This design comes from an exercise in tuning for small area on the open sky130 flow, not from production work.
Function was checked by simulation only, so behaviour that the tests miss may differ from the original.
Power figures rest on the tool's default switching activity, not on a simulated workload.

## P
==> flow/design.v <==
`timescale 1ns/10ps
package isa_pkg;
    localparam int INSTR_W = 18;
    localparam int OPCODE_MSB = 17;
    localparam int OPCODE_LSB = 14;
    localparam int R1_LSB = 10;
    localparam int R2_LSB = 6;
    localparam int R3_LSB = 2;
    localparam int IMM_W = 6;          
    localparam int JUMP_TGT_LSB = 4;   
    typedef enum logic [OPCODE_MSB-OPCODE_LSB:0] {
        OP_ADD     = 4'b0000,
        OP_ADDI    = 4'b0001,
        OP_NOR     = 4'b0010,
        OP_CMP     = 4'b0011,
        OP_AND     = 4'b0100,
        OP_ANDI    = 4'b0101,
        OP_NAND    = 4'b0110,
        OP_ILLEGAL = 4'b0111,   
        OP_LD      = 4'b1000,
        OP_ST      = 4'b1001,
        OP_JE      = 4'b1010,   
        OP_JA      = 4'b1011,   
        OP_JB      = 4'b1100,   
        OP_JAE     = 4'b1101,   
        OP_JBE     = 4'b1110,   
        OP_JUMP    = 4'b1111    
    } opcode_e;
endpackage
`timescale 1ns/10ps
package core_pkg;
    localparam int WORD_W = 18;
    localparam int ADDR_W = 10;       
    localparam int REG_ADDR_W = 4;
    localparam int NUM_REGS = 16;
    typedef enum logic [3:0] {
        S_INIT   = 4'd0,
        S_FETCH  = 4'd1,
        S_DECODE = 4'd2,
        S_ALU    = 4'd3,
        S_CMP    = 4'd4,
        S_LD     = 4'd5,
        S_ST     = 4'd6,
        S_JUMP   = 4'd7,
        S_WRITE  = 4'd8
    } state_e;
    typedef enum logic [1:0] {
        ALU_ADD  = 2'b00,
        ALU_NOR  = 2'b01,
        ALU_AND  = 2'b10,
        ALU_NAND = 2'b11
    } alu_op_e;
endpackage
`timescale 1ns/10ps
module fetch_unit (
    input  logic       clk,
    input  logic       reset,
    input  logic       step,
    input  logic       jump,
    input  logic [9:0] target,
    output logic [9:0] pc
);
    always_ff @(posedge clk or posedge reset) begin
        if (reset) begin
            pc <= '0;
        end else if (step) begin
            pc <= jump ? target : pc + 1'b1;
        end
    end
endmodule
`timescale 1ns/10ps
module control_fsm (
    input  logic clk,
    input  logic reset,
    output logic p0,
    output logic p7,
    output logic p8,
    output logic [3:0] ph,
    output logic init
);
    always_ff @(posedge clk or posedge reset) begin
        if (reset) begin
            ph   <= '0;
            init <= 1'b1;
        end else begin
            ph   <= ph[3] ? 4'd0 : ph + 1'b1;
            if (ph[3]) init <= 1'b0;
        end
    end
    assign p0 = ~|ph;
    assign p7 = &ph[2:0];
    assign p8 = ph[3];
endmodule
`timescale 1ns/10ps
module register_file (
    input  logic        clk,
    input  logic [15:0] we,
    input  logic [1:0]  wdata,
    input  logic [3:0]  raddr_a,
    input  logic [3:0]  raddr_b,
    output logic [1:0]  rdata_a,
    output logic [1:0]  rdata_b
);
    logic [8:0] lane0 [16];
    logic [8:0] lane1 [16];
    always_ff @(posedge clk) begin
        for (int r = 0; r < 16; r++) begin
            lane0[r] <= {we[r] ? wdata[0] : lane0[r][0], lane0[r][8:1]};
            lane1[r] <= {we[r] ? wdata[1] : lane1[r][0], lane1[r][8:1]};
        end
    end
    assign rdata_a = {lane1[raddr_a][0], lane0[raddr_a][0]};
    assign rdata_b = {lane1[raddr_b][0], lane0[raddr_b][0]};
endmodule
`timescale 1ns/10ps
module execute_unit (
    input  logic       clk,
    input  logic       reset,
    input  logic [3:0] op,
    input  logic       p0,
    input  logic       p8,
    input  logic [1:0] a,        
    input  logic [1:0] b,        
    output logic [1:0] res,
    output logic       zero_flag,
    output logic       carry_flag
);
    logic       is_cmp;
    logic       cy;
    logic       cin;
    logic [1:0] x;
    logic [2:0] sum;
    assign is_cmp = (op == 4'b0011);
    assign x      = is_cmp ? ~a : a;              
    assign cin    = p0 ? is_cmp : cy;
    assign sum    = {1'b0, x} + {1'b0, b} + {2'b00, cin};
    always_ff @(posedge clk) begin
        cy <= sum[2];
    end
    always_comb begin
        case (op[2:1])
            2'b00:   res = op[3] ? b : sum[1:0];    
            2'b01:   res = ~(a | b);                
            2'b10:   res = a & b;                   
            default: res = ~(a & b);                
        endcase
    end
    always_ff @(posedge clk or posedge reset) begin
        if (reset) begin
            zero_flag  <= 1'b0;
            carry_flag <= 1'b0;
        end else if (is_cmp) begin
            zero_flag <= (p0 | zero_flag) & (a == b);
            if (p8) carry_flag <= ~sum[2];
        end
    end
endmodule
`timescale 1ns/10ps
module cpu_top (
    input  logic        clk,
    input  logic        reset,
    output logic [9:0]  instr_addr,
    input  logic [17:0] instr_data,
    output logic [9:0]  mem_addr,
    output logic [17:0] mem_wdata,
    output logic        mem_we,
    output logic        mem_re,
    input  logic [17:0] mem_rdata
);
    logic [3:0]  op;
    logic [3:0]  ph;
    logic        p0, p7, p8, init;
    logic        is_alu, is_cmp, is_ld, is_st, use_imm, rb_r1;
    logic        taken;
    logic [3:0]  ra, rb;
    logic [1:0]  tap_a, tap_b;
    logic [1:0]  a, bp, b, imm2, res;
    logic [17:0] t;
    logic        pend;
    logic [3:0]  rd;
    logic [15:0] we;
    logic        zf, cf;
    assign op      = instr_data[17:14];
    assign is_alu  = ~op[3] & ~(op[1] & op[0]);
    assign is_cmp  = (op == 4'b0011);
    assign is_ld   = (op == 4'b1000);
    assign is_st   = (op == 4'b1001);
    assign use_imm = ~op[3] & ~op[1] & op[0];
    assign rb_r1   = is_cmp | is_st;
    always_comb begin
        case (op)
            4'b1010: taken = zf & ~cf;
            4'b1011: taken = ~zf & ~cf;
            4'b1100: taken = cf & ~zf;
            4'b1101: taken = ~cf;
            4'b1110: taken = cf | zf;
            4'b1111: taken = 1'b1;
            default: taken = 1'b0;
        endcase
    end
    control_fsm i_control_fsm (
        .clk   (clk),
        .reset (reset),
        .p0    (p0),
        .p7    (p7),
        .p8    (p8),
        .ph    (ph),
        .init  (init)
    );
    fetch_unit i_fetch_unit (
        .clk    (clk),
        .reset  (reset),
        .step   (p7),
        .jump   (taken),
        .target (instr_data[13:4]),
        .pc     (instr_addr)
    );
    always_ff @(posedge clk or posedge reset) begin
        if (reset) begin
            pend <= 1'b0;
        end else if (p8) begin
            pend <= is_alu | is_ld;
        end
    end
    always_ff @(posedge clk) begin
        if (p8) rd <= instr_data[13:10];
    end
    always_comb begin
        for (int r = 0; r < 16; r++) we[r] = init | (pend & (rd == 4'(r)));
    end
    assign ra = instr_data[9:6];
    assign rb = rb_r1 ? instr_data[13:10] : instr_data[5:2];
    register_file i_register_file (
        .clk     (clk),
        .we      (we),
        .wdata   (t[1:0] & {2{~init}}),
        .raddr_a (ra),
        .raddr_b (rb),
        .rdata_a (tap_a),
        .rdata_b (tap_b)
    );
    assign a  = init ? 2'b00 : (pend & (rd == ra)) ? t[1:0] : tap_a;
    assign bp = init ? 2'b00 : (pend & (rd == rb)) ? t[1:0] : tap_b;
    always_comb begin
        case (ph)
            4'd0:    imm2 = instr_data[1:0];
            4'd1:    imm2 = instr_data[3:2];
            4'd2:    imm2 = instr_data[5:4];
            default: imm2 = 2'b00;
        endcase
    end
    assign b = use_imm ? imm2 : bp;
    execute_unit i_execute_unit (
        .clk        (clk),
        .reset      (reset),
        .op         (op),
        .p0         (p0),
        .p8         (p8),
        .a          (a),
        .b          (b),
        .res        (res),
        .zero_flag  (zf),
        .carry_flag (cf)
    );
    always_ff @(posedge clk) begin
        if (p8 & is_ld) t <= mem_rdata;
        else            t <= {res, t[17:2]};
    end
    assign mem_addr  = instr_data[9:0];
    assign mem_re    = p7 & is_ld;
    assign mem_we    = p8 & is_st;
    assign mem_wdata = {bp, t[17:2]};
endmodule
==> flow/config.mk <==
export PLATFORM = sky130hd
export DESIGN_NAME = cpu_top
export DESIGN_NICKNAME = cpu_top
export VERILOG_FILES = /design/flow/design.v
export SDC_FILE = /design/flow/constraint.sdc
export NUM_CORES = 4
export LEC_CHECK = 0
export ABC_AREA = 1
export CAP_MARGIN = 20
export CORE_MARGIN = 2
export CORE_UTILIZATION = 40
export CTS_BUF_LIST = sky130_fd_sc_hd__clkbuf_2 sky130_fd_sc_hd__clkbuf_4
export CTS_CLUSTER_SIZE = 20
export SLEW_MARGIN = 20
==> flow/constraint.sdc <==
create_clock -name core_clock -period 8.0 [get_ports {clk}]
set_input_delay 1.6000 -clock core_clock [delete_from_list [all_inputs] [get_ports {clk}]]
set_output_delay 1.6000 -clock core_clock [all_outputs]
set_load 0.01 [all_outputs]
run.sh (not shown) runs the stock make flow with config.mk's settings and CLKGATE_MAP_FILE= SYNTH_SCRIPT=/design/flow/synth_recipe.tcl, a recipe that flattens the netlist after the stock synthesis.
The final layout from P, which completed every stage, passed the timing, DRC and antenna checks at the end of the flow.
Modified inputs, Q compared to P
# P
export LEC_CHECK = 0
export ABC_AREA = 1
export CAP_MARGIN = 20
export CORE_MARGIN = 2
export CORE_UTILIZATION = 40
export CTS_BUF_LIST = sky130_fd_sc_hd__clkbuf_2 sky130_fd_sc_hd__clkbuf_4
export CTS_CLUSTER_SIZE = 20
export SLEW_MARGIN = 20
create_clock -name core_clock -period 8.0 [get_ports {clk}]
# Q
export LEC_CHECK = 0
export CAP_MARGIN = 20
export CORE_MARGIN = 2
export CORE_UTILIZATION = 40
export SLEW_MARGIN = 20
create_clock -name core_clock -period 8.0 [get_ports {clk}]
Notes after the runs:
Total length of routed met3 wires went up by more than 10% going from P to Q.
The cell area power density number comes out higher for P vs Q.
Going from P to Q, cell area after synthesis grew by 510 um^2, core utilization shrank by 1.4 points, setup slack shrank by 0.70 ns.
As of Q, non-filler instance count after layout had fallen by a little under 10% compared to P.

---

Another version of the RTL of cpu_top (not shown whole).
Size: about 710 cells after synthesis, about 330 flip-flops, about 78 I/O pins, roughly 8500 µm² of cells after synthesis.
Settings: LEC_CHECK=0, ABC_AREA=1, CAP_MARGIN=20, CORE_MARGIN=2, CORE_UTILIZATION=40, SLEW_MARGIN=20; clock period 8.0 ns.
standard.sh (not shown) runs the stock make flow with config.mk's settings and CLKGATE_MAP_FILE= SYNTH_SCRIPT=/design/flow/synth_recipe.tcl, a recipe that flattens the netlist after the stock synthesis.
==> flow/flow/run.sh <==
#!/bin/bash
# The standard layout (standard.sh) with three changes:
# - synthesis maps all logic, adders included, with an area-oriented ABC script
#   (flow/abc_area.script) in place of ORFS's adder cells and ABC script;
#   everything else in synthesis is unchanged;
# - the port buffers use the smallest buffer cell;
# - the clock tree uses the given buffers and clustering, without dummy loads.
set -euo pipefail
rm -rf synth_scripts
cp -r "$FLOW_HOME/scripts" synth_scripts
cp flow/abc_area.script synth_scripts/abc_area.script
ADDER_MAP_FILE= SCRIPTS_DIR="$PWD/synth_scripts" bash standard.sh synth > run_synth.log 2>&1
export BUFFER_PORTS_ARGS="-buffer_cell sky130_fd_sc_hd__buf_1"
export CTS_ARGS="-sink_clustering_enable -repair_clock_nets -dont_use_dummy_load -buf_list sky130_fd_sc_hd__clkbuf_8 -sink_clustering_size 18 -sink_clustering_max_diameter 70"
bash standard.sh > run_standard.log 2>&1
==> flow/flow/abc_area.script <==
strash
dch -f
map -a
strash
dch -f
map -a
topo
The baseline passed the timing, DRC and antenna checks.
Change:
--- a/flow/flow/run.sh
+++ b/flow/flow/run.sh
@@ -14 +14 @@
-export CTS_ARGS="-sink_clustering_enable -repair_clock_nets -dont_use_dummy_load -buf_list sky130_fd_sc_hd__clkbuf_8 -sink_clustering_size 18 -sink_clustering_max_diameter 70"
+export CTS_ARGS="-sink_clustering_enable -repair_clock_nets -dont_use_dummy_load -buf_list sky130_fd_sc_hd__clkbuf_8 -root_buf sky130_fd_sc_hd__clkbuf_4 -sink_clustering_size 20 -sink_clustering_max_diameter 60"
--- a/flow/config.mk
+++ b/flow/config.mk
@@ -9 +9 @@
-export CAP_MARGIN = 20
+export CAP_MARGIN = 5
@@ -12 +12 @@
-export SLEW_MARGIN = 20
+export SLEW_MARGIN = 5
Outcome: Non-clock buffer count stays the same; register-to-register slack hardly moves; final area barely changes.
Change:
--- a/flow/config.mk
+++ b/flow/config.mk
@@ -9 +9 @@
-export CAP_MARGIN = 5
+export CAP_MARGIN = 20
@@ -12 +12 @@
-export SLEW_MARGIN = 5
+export SLEW_MARGIN = 20
Outcome:
- setup slack does not change
- final area is unchanged
- synthesized cell count does not change
- clock-buffer cell count does not change
- hold slack does not change
- routed wire length is unchanged
- fmax stays the same
- clock power hardly moves
- utilization stays the same
Change:
--- a/flow/flow/run.sh
+++ b/flow/flow/run.sh
@@ -14 +14 @@
-export CTS_ARGS="-sink_clustering_enable -repair_clock_nets -dont_use_dummy_load -buf_list sky130_fd_sc_hd__clkbuf_8 -root_buf sky130_fd_sc_hd__clkbuf_4 -sink_clustering_size 20 -sink_clustering_max_diameter 60"
+export CTS_ARGS="-sink_clustering_enable -repair_clock_nets -dont_use_dummy_load -buf_list sky130_fd_sc_hd__clkbuf_8 -sink_clustering_size 20 -sink_clustering_max_diameter 60"
Outcome: The changed run finished with timing, DRC and antenna clean; sequential cell count stays the same; combinational power barely changes; sequential power stays flat.

---

build 41:
Another version of the RTL of cpu_top (not shown whole).
Size: ~710 cells after synthesis, roughly 330 flip-flops, roughly 78 I/O pins, about 8600 µm² of cells after synthesis.
export LEC_CHECK = 0
export ABC_AREA = 1
export CAP_MARGIN = 20
export CORE_MARGIN = 2
export CORE_UTILIZATION = 40
export SLEW_MARGIN = 20
create_clock -name core_clock -period 8.0 [get_ports {clk}]
==> flow/flow/run.sh <==
#!/bin/bash
# The standard layout (standard.sh) with three changes:
# - synthesis maps the logic with an area-oriented ABC script (flow/abc_area.script)
#   in place of ORFS's; everything else in synthesis is unchanged;
# - the port buffers use the smallest buffer cell;
# - the clock tree uses the given buffers and clustering, without dummy loads.
set -euo pipefail
rm -rf synth_scripts
cp -r "$FLOW_HOME/scripts" synth_scripts
cp flow/abc_area.script synth_scripts/abc_area.script
SCRIPTS_DIR="$PWD/synth_scripts" bash standard.sh synth > run_synth.log 2>&1
export BUFFER_PORTS_ARGS="-buffer_cell sky130_fd_sc_hd__buf_1"
export CTS_ARGS="-sink_clustering_enable -repair_clock_nets -dont_use_dummy_load -buf_list sky130_fd_sc_hd__clkbuf_8 -sink_clustering_size 20 -sink_clustering_max_diameter 80"
bash standard.sh > run_standard.log 2>&1
Scripts as last shown in full above: flow/flow/abc_area.script
Edits applied to the flow inputs when going from build 41 to build 39:
--- a/flow/flow/run.sh
+++ b/flow/flow/run.sh
@@ -12,3 +12,3 @@
 export BUFFER_PORTS_ARGS="-buffer_cell sky130_fd_sc_hd__buf_1"
-export CTS_ARGS="-sink_clustering_enable -repair_clock_nets -dont_use_dummy_load -buf_list sky130_fd_sc_hd__clkbuf_8 -sink_clustering_size 20 -sink_clustering_max_diameter 80"
+export CTS_ARGS="-sink_clustering_enable -repair_clock_nets -dont_use_dummy_load -buf_list sky130_fd_sc_hd__clkbuf_8 -sink_clustering_size 16 -sink_clustering_max_diameter 60"
 bash standard.sh > run_standard.log 2>&1
==> flow/flow/abc_area.script <==
strash
dch
map -a
topo
==> run summary <==
Number of slew-limit violations in the final report came out exactly the same in build 39 and build 41. Build 39 -> build 41: count of nets after finishing flat. Build 39 ends up with a time the final worst path needs with I/O delays and setup that is 330 ps higher than in build 41. In terms of clock skew, build 41 and build 39 differ only marginally. Note that the wire length on met2 recorded for build 41 amounts to 0.940 times the value seen in build 39. Looking at via count of the first global-routing pass, build 39 sits 2.1% above build 41. Chip height essentially unchanged between build 39 and build 41.
diff inputs: build 39 => build 72
--- a/flow/flow/run.sh
+++ b/flow/flow/run.sh
@@ -12,3 +12,3 @@
 export BUFFER_PORTS_ARGS="-buffer_cell sky130_fd_sc_hd__buf_1"
-export CTS_ARGS="-sink_clustering_enable -repair_clock_nets -dont_use_dummy_load -buf_list sky130_fd_sc_hd__clkbuf_8 -sink_clustering_size 16 -sink_clustering_max_diameter 60"
+export CTS_ARGS="-sink_clustering_enable -repair_clock_nets -dont_use_dummy_load -buf_list sky130_fd_sc_hd__clkbuf_8 -sink_clustering_size 20 -sink_clustering_max_diameter 50"
 bash standard.sh > run_standard.log 2>&1
Results
Build 72 went all the way through the flow, and no timing, DRC or antenna check failed.
Going from build 39 to build 72, remaining max-slew budget at the tightest pin grows by 0.50 points.
Global-route wire length before repair: build 72 vs build 39 — no meaningful difference
For wire length after detailed routing, build 39 and build 72 come out practically identical.
Summary of build 72 over build 39: total vias in the final route has remained practically unchanged, simple-gate area share of the yosys netlist has remained practically unchanged, hold slack has decreased.
Build 72 ended up with a lower final clock period utilization by the worst path than build 39 did.
Compared with build 39, build 72 supports a higher clock frequency.
When build 72 is measured against build 39, its minimum clock period after layout turns out 36 ps lower.
The higher count of TritonRoute iterations in the first routing pass of build 39 and build 72 is in build 72.
Input changes introduced in build 24 (baseline for comparison: build 72):
--- a/flow/flow/run.sh
+++ b/flow/flow/run.sh
@@ -12,3 +12,3 @@
 export BUFFER_PORTS_ARGS="-buffer_cell sky130_fd_sc_hd__buf_1"
-export CTS_ARGS="-sink_clustering_enable -repair_clock_nets -dont_use_dummy_load -buf_list sky130_fd_sc_hd__clkbuf_8 -sink_clustering_size 20 -sink_clustering_max_diameter 50"
+export CTS_ARGS="-sink_clustering_enable -repair_clock_nets -dont_use_dummy_load -buf_list sky130_fd_sc_hd__clkbuf_8 -sink_clustering_size 19 -sink_clustering_max_diameter 80"
 bash standard.sh > run_standard.log 2>&1
### Flow results
Compared to build 72, build 24 reaches a lower achievable clock. Side by side, routed metal-1 wire length turned out lower in build 24 than in build 72. Delta (build 24 minus build 72): setup slack decreased by 28 ps relative to the old numbers, sequential cell count barely changed.
Here is what was changed in the inputs of build 2 compared with build 24.
--- a/flow/flow/run.sh
+++ b/flow/flow/run.sh
@@ -12,3 +12,3 @@
 export BUFFER_PORTS_ARGS="-buffer_cell sky130_fd_sc_hd__buf_1"
-export CTS_ARGS="-sink_clustering_enable -repair_clock_nets -dont_use_dummy_load -buf_list sky130_fd_sc_hd__clkbuf_8 -sink_clustering_size 19 -sink_clustering_max_diameter 80"
+export CTS_ARGS="-sink_clustering_enable -repair_clock_nets -dont_use_dummy_load -buf_list sky130_fd_sc_hd__clkbuf_8 -sink_clustering_size 20 -sink_clustering_max_diameter 80"
 bash standard.sh > run_standard.log 2>&1
[summary]
As of build 2, total power had fallen slightly compared to build 24.
Per the comparison of build 2 with build 24, worst setup slack shrank by 5.1 ps; met3 routed wirelength down about 10%; cell area after layout held; layout cell share with drive strength beyond 1 about even.
Compared with build 24, build 2 shows clock skew after layout lower by 13 ps.
Comparing number of clock buffers in the layout for build 24 and build 2, the smaller number came from build 2.

-- afterwards: timing with drivers on the ports --
The results above use ideal ports. As a check the final layouts listed here were re-extracted and re-timed, cells and wires unchanged. Step 1, drivers: a clkbuf_16 drives clk and a buf_2 each remaining input, both assumed. Step 2 also shifts input and output timing later by t, the mid clock arrival at the registers, as if the neighbouring blocks saw the same clock. Slacks: ideal / step 1 / step 2; pairs: ideal / step 1.
run | shift t [ns] | slack for setup (ns) | clock arrival spread, ns | worst slew at a driven data input, ns
P | 0.702 | 2.095 / 2.067 / 2.067 | 0.055 / 0.055 | 0.04
Q | 0.577 | 1.390 / 1.364 / 1.364 | 0.011 / 0.011 | 0.06
the first run of note 2 | 0.558 | 2.494 / 2.463 / 2.463 | 0.038 / 0.038 | 0.05
the second run of note 2 | 0.662 | 2.476 / 2.445 / 2.445 | 0.076 / 0.076 | 0.05
the third run of note 2 | 0.662 | 2.476 / 2.445 / 2.445 | 0.076 / 0.076 | 0.05
the fourth run of note 2 | 0.546 | 2.479 / 2.448 / 2.448 | 0.074 / 0.073 | 0.05
build 41 | 0.559 | 2.690 / 2.667 / 2.667 | 0.033 / 0.033 | 0.06
build 39 | 0.538 | 2.358 / 2.339 / 2.339 | 0.035 / 0.034 | 0.06
build 72 | 0.557 | 2.394 / 2.375 / 2.375 | 0.085 / 0.086 | 0.06
build 24 | 0.555 | 2.366 / 2.347 / 2.347 | 0.073 / 0.074 | 0.06
build 2 | 0.545 | 2.361 / 2.342 / 2.342 | 0.058 / 0.058 | 0.06
After both steps setup and hold are still met in every run listed.
